Source: an optimization exercise on an open RTL-to-GDS flow (aim: small area, a short achievable clock period and few clock cycles per item). Production flows keep margins and buffers that such runs may drop.
The RTL was checked by simulation tests, not by an equivalence proof against the original design.
Power and IR drop assume default switching activity.

==> inputs of trial 87 <==
==> flow/design.v (excerpt) <==
module priority_schedule_timing (
  input  logic               clk,
  input  logic               rst_n,
  input  logic               in_valid,
  output logic               in_ready,
  input  logic [BURST_W-1:0] in_burst_time,
  input  logic [PRIO_W-1:0]  in_priority_req,
  input  logic               in_last_job,
  output logic               out_valid,
  input  logic               out_ready,
  output logic [ID_W-1:0]    out_job_id,
  output logic [PRIO_W-1:0]  out_job_priority,
  output logic [BURST_W-1:0] out_job_burst,
  output logic [TIME_W-1:0]  out_wait_time,
  output logic [TIME_W-1:0]  out_turnaround_time,
  output logic               out_last_row,
  output logic [AVG_W-1:0]   out_avg_wait_q8,
  output logic [AVG_W-1:0]   out_avg_turnaround_q8,
  output logic               out_jobs_dropped
);
export LEC_CHECK = 0
export CAP_MARGIN = 20
export CORE_MARGIN = 2
export CORE_UTILIZATION = 40
export SETUP_SLACK_MARGIN = 1.5
export SLEW_MARGIN = 20
create_clock -name core_clock -period 6.0 [get_ports {clk}]
run.sh (not shown) runs the stock make flow with config.mk's settings and CLKGATE_MAP_FILE= SYNTH_SCRIPT=/design/flow/synth_recipe.tcl, a recipe that flattens the netlist after the stock synthesis.
==> trial 48: changes against trial 87 <==
--- a/flow/design.v
+++ b/flow/design.v
@@ -78,27 +78,30 @@
       rank_r  <= rank_r + 1'b1;
     end
   end
 endmodule
 import pst_pkg::*;
 module pst_div #(
-  parameter int K = 4
+  parameter int K = 3
 ) (
   input  logic             clk,
   input  logic             start,
+  input  logic             byp,      
   input  logic             step,
   input  logic [SUM_W-1:0] sum,
   input  logic [CNT_W-1:0] den,      
   output logic [AVG_W-1:0] quotient  
 );
-  localparam int NSTEP = (AVG_W + K - 1) / K;
+  localparam int QW    = AVG_W - 1;
+  localparam int NSTEP = (QW + K - 1) / K;
   localparam int QB    = NSTEP * K;                        
-  localparam int XB    = QB - AVG_W;                       
+  localparam int XB    = QB - QW;                          
   localparam int RB    = 4;                                
   logic [RB-1:0] rem_r, rem_n;
   logic [QB-1:0] quo_r, quo_n;
+  logic          byp_r, top_r;
   function automatic logic ge5(input logic [4:0] a, input logic [4:0] b);
     logic g;
     g = a[0] | ~b[0];
     for (int k = 1; k < 5; k++) g = (a[k] & ~b[k]) | (~(a[k] ^ b[k]) & g);
     ge5 = g;
   endfunction
@@ -115,20 +118,27 @@
       rem_n = ge ? df[RB-1:0] : rs[RB-1:0];
       quo_n = {quo_n[QB-2:0], ge};
     end
   end
   always_ff @(posedge clk) begin
     if (start) begin
-      rem_r <= RB'(sum >> (SUM_W - 4 + XB));
-      quo_r <= {sum[SUM_W-5+XB:0], FRAC_W'(0)};
-    end else if (step) begin
+      byp_r <= byp;
+      top_r <= sum[SUM_W-1];
+      if (byp) begin
+        rem_r <= '0;
+        quo_r <= QB'({sum[SUM_W-2:0], 4'b0});
+      end else begin
+        rem_r <= RB'(sum >> (SUM_W - 5 + XB));
+        quo_r <= {sum[SUM_W-6+XB:0], FRAC_W'(0)};
+      end
+    end else if (step && !byp_r) begin
       rem_r <= rem_n;
       quo_r <= quo_n;
     end
   end
-  assign quotient = quo_n[AVG_W-1:0];
+  assign quotient = byp_r ? {top_r, quo_r[QW-1:0]} : {1'b0, quo_n[QW-1:0]};
 endmodule
 import pst_pkg::*;
 module priority_schedule_timing (
   input  logic               clk,
   input  logic               rst_n,
   input  logic               in_valid,
@@ -147,13 +157,13 @@
   output logic [AVG_W-1:0]   out_avg_wait_q8,
   output logic [AVG_W-1:0]   out_avg_turnaround_q8,
   output logic               out_jobs_dropped
 );
   localparam int P     = MAX_JOBS;
   localparam int DIV_K = 3;                  
-  localparam int DIV_N = (AVG_W + DIV_K - 1) / DIV_K;          
+  localparam int DIV_N = (AVG_W - 1 + DIV_K - 1) / DIV_K;      
   localparam int DCW   = $clog2(DIV_N);
   localparam int NB    = 1 << TAG_W;      
   logic [PTR_W-1:0] pl_r, ps_r, pe_r;        
   logic [CNT_W-1:0] cnt_r;                   
   logic             ovf_r;                   
   logic [NB*CNT_W-1:0] meta_n_r;             
@@ -364,17 +374,17 @@
       end
     end
     always_ff @(posedge clk) begin
       if (dstart[u]) dden_r[u*CNT_W +: CNT_W] <= bn_r;
     end
     pst_div #(.K(DIV_K)) u_wdiv (
-      .clk(clk), .start(dstart[u]), .step(dstep[u]),
+      .clk(clk), .start(dstart[u]), .byp(1'b0), .step(dstep[u]),
       .sum(w_n), .den(dden_r[u*CNT_W +: CNT_W]), .quotient(qw[u*AVG_W +: AVG_W])
     );
     pst_div #(.K(DIV_K)) u_tdiv (
-      .clk(clk), .start(dstart[u]), .step(dstep[u]),
+      .clk(clk), .start(dstart[u]), .byp(bn_r[CNT_W-1]), .step(dstep[u]),
       .sum(t_n), .den(dden_r[u*CNT_W +: CNT_W]), .quotient(qt[u*AVG_W +: AVG_W])
     );
   end
   assign h_fill = |dlast;
   always_ff @(posedge clk) begin
     if (!rst_n) begin
- CORE_UTILIZATION: 40 -> 50
==> trial 6: changes against trial 87 <==
- SETUP_SLACK_MARGIN: 1.5 -> default
==> notes.md <==
- Trial 87 produced a clean layout. Trial 6 went through all stages and came out clean. Trial 48 produced a clean layout.
- In synthesized area, trial 87 and trial 6 do not differ.
- Of trial 48 and trial 6, trial 6 has the higher die area (gap about 20%, measured against trial 6).
- In trial 48 the via count is larger than in trial 6, by 5.2%.
- In trial 87 the sequential share of layout area is lower than in trial 6, by 2.1 points.
- Between trial 6 and trial 48, the lower final cell count is in trial 6 (gap about 1.5%, measured against trial 48).
- Of trial 48 and trial 87, trial 48 has the higher wire length (gap about 2%, measured against trial 87).
- Combinational power: trial 48 is larger than trial 6 (15%).
==> figures <==
item                                                                               trial 6                              trial 87           trial 48
FF+latch count, synth                                                                 1036                                  1036               1024
Number of cell rows                                                                    140                                   140                125
Net Sw Frac                                                                          0.292                                 0.296              0.296
Run status                                                        timing/DRC/antenna clean              timing/DRC/antenna clean  timing/DRC/antenna clean
NonClk Buf Share                                                                    0.0465                                0.0720             0.0937
Endpoint of the most critical setup path                            o_turn_r[18]$_DFFE_PP_                     b0_r[7]$_DFFE_PP_  b1_r[4]$_DFFE_PP_
Stage delay of the slowest cell on the critical path                               0.91 ns                               0.53 ns            0.55 ns
Start point of the worst min-delay path               g_du[1].u_tdiv.quo_r[2]$_SDFFE_PP0P_  g_du[0].u_wdiv.quo_r[4]$_SDFFE_PP0P_  bn_r[3]$_DFFE_PP_
Fraction of standard cell area in multi-input logic                                  0.400                                 0.398              0.397
Register Area                                                                  0.0298 mm^2                           0.0298 mm^2        0.0297 mm^2
Mux contribution to synthesized area                                                0.0354                                0.0354             0.0331
Instance area after placement                                                  0.0634 mm^2                           0.0634 mm^2        0.0626 mm^2
Core area                                                                       0.146 mm^2                            0.146 mm^2         0.116 mm^2
Setup skew after layout                                                          0.0545 ns                             0.0794 ns          0.0325 ns
Min Clock Period, post-route                                                       5.46 ns                               4.62 ns            4.64 ns
Testbench counts of trial 87, summed over its fixed seeds: cycles 3,170, jobs 2,636.
Testbench counts of trial 48, summed over its fixed seeds: cycles 3,054, jobs 2,636.
Testbench counts of trial 6, summed over its fixed seeds: cycles 3,170, jobs 2,636.

## afterwards: timing with drivers on the ports
No port has a modelled driver above. Below, the same layouts with a new extraction and two added sets of constraints.
Step 1 assumes that a clkbuf_16 drives the clock port and a buf_2 every other input.
Step 2 moves the port delays by t, midway between the first and last clock arrival at a register: inputs arrive t later, outputs are due t later. That takes back most of the time a late clock gives input paths.
Three values: no drivers, after step 1, after step 2; two values: the first two.
run | t, ns | setup WS [ns] | hold WS [ns] | worst setup path after step 2
trial 87 | 0.827 | 1.382 / 1.382 / 0.788 | 0.459 / 0.459 / 0.459 | input to register
trial 48 | 0.786 | 1.358 / 1.358 / 0.913 | 0.451 / 0.451 / 0.451 | input to register
trial 6 | 0.825 | 0.543 / 0.543 / 0.543 | 0.453 / 0.453 / 0.453 | register to register
After both steps every run listed still meets setup and hold. For trial 87, which loses most, drivers alone change the setup slack by 0.000 ns; drivers and shift together by -0.594 ns.
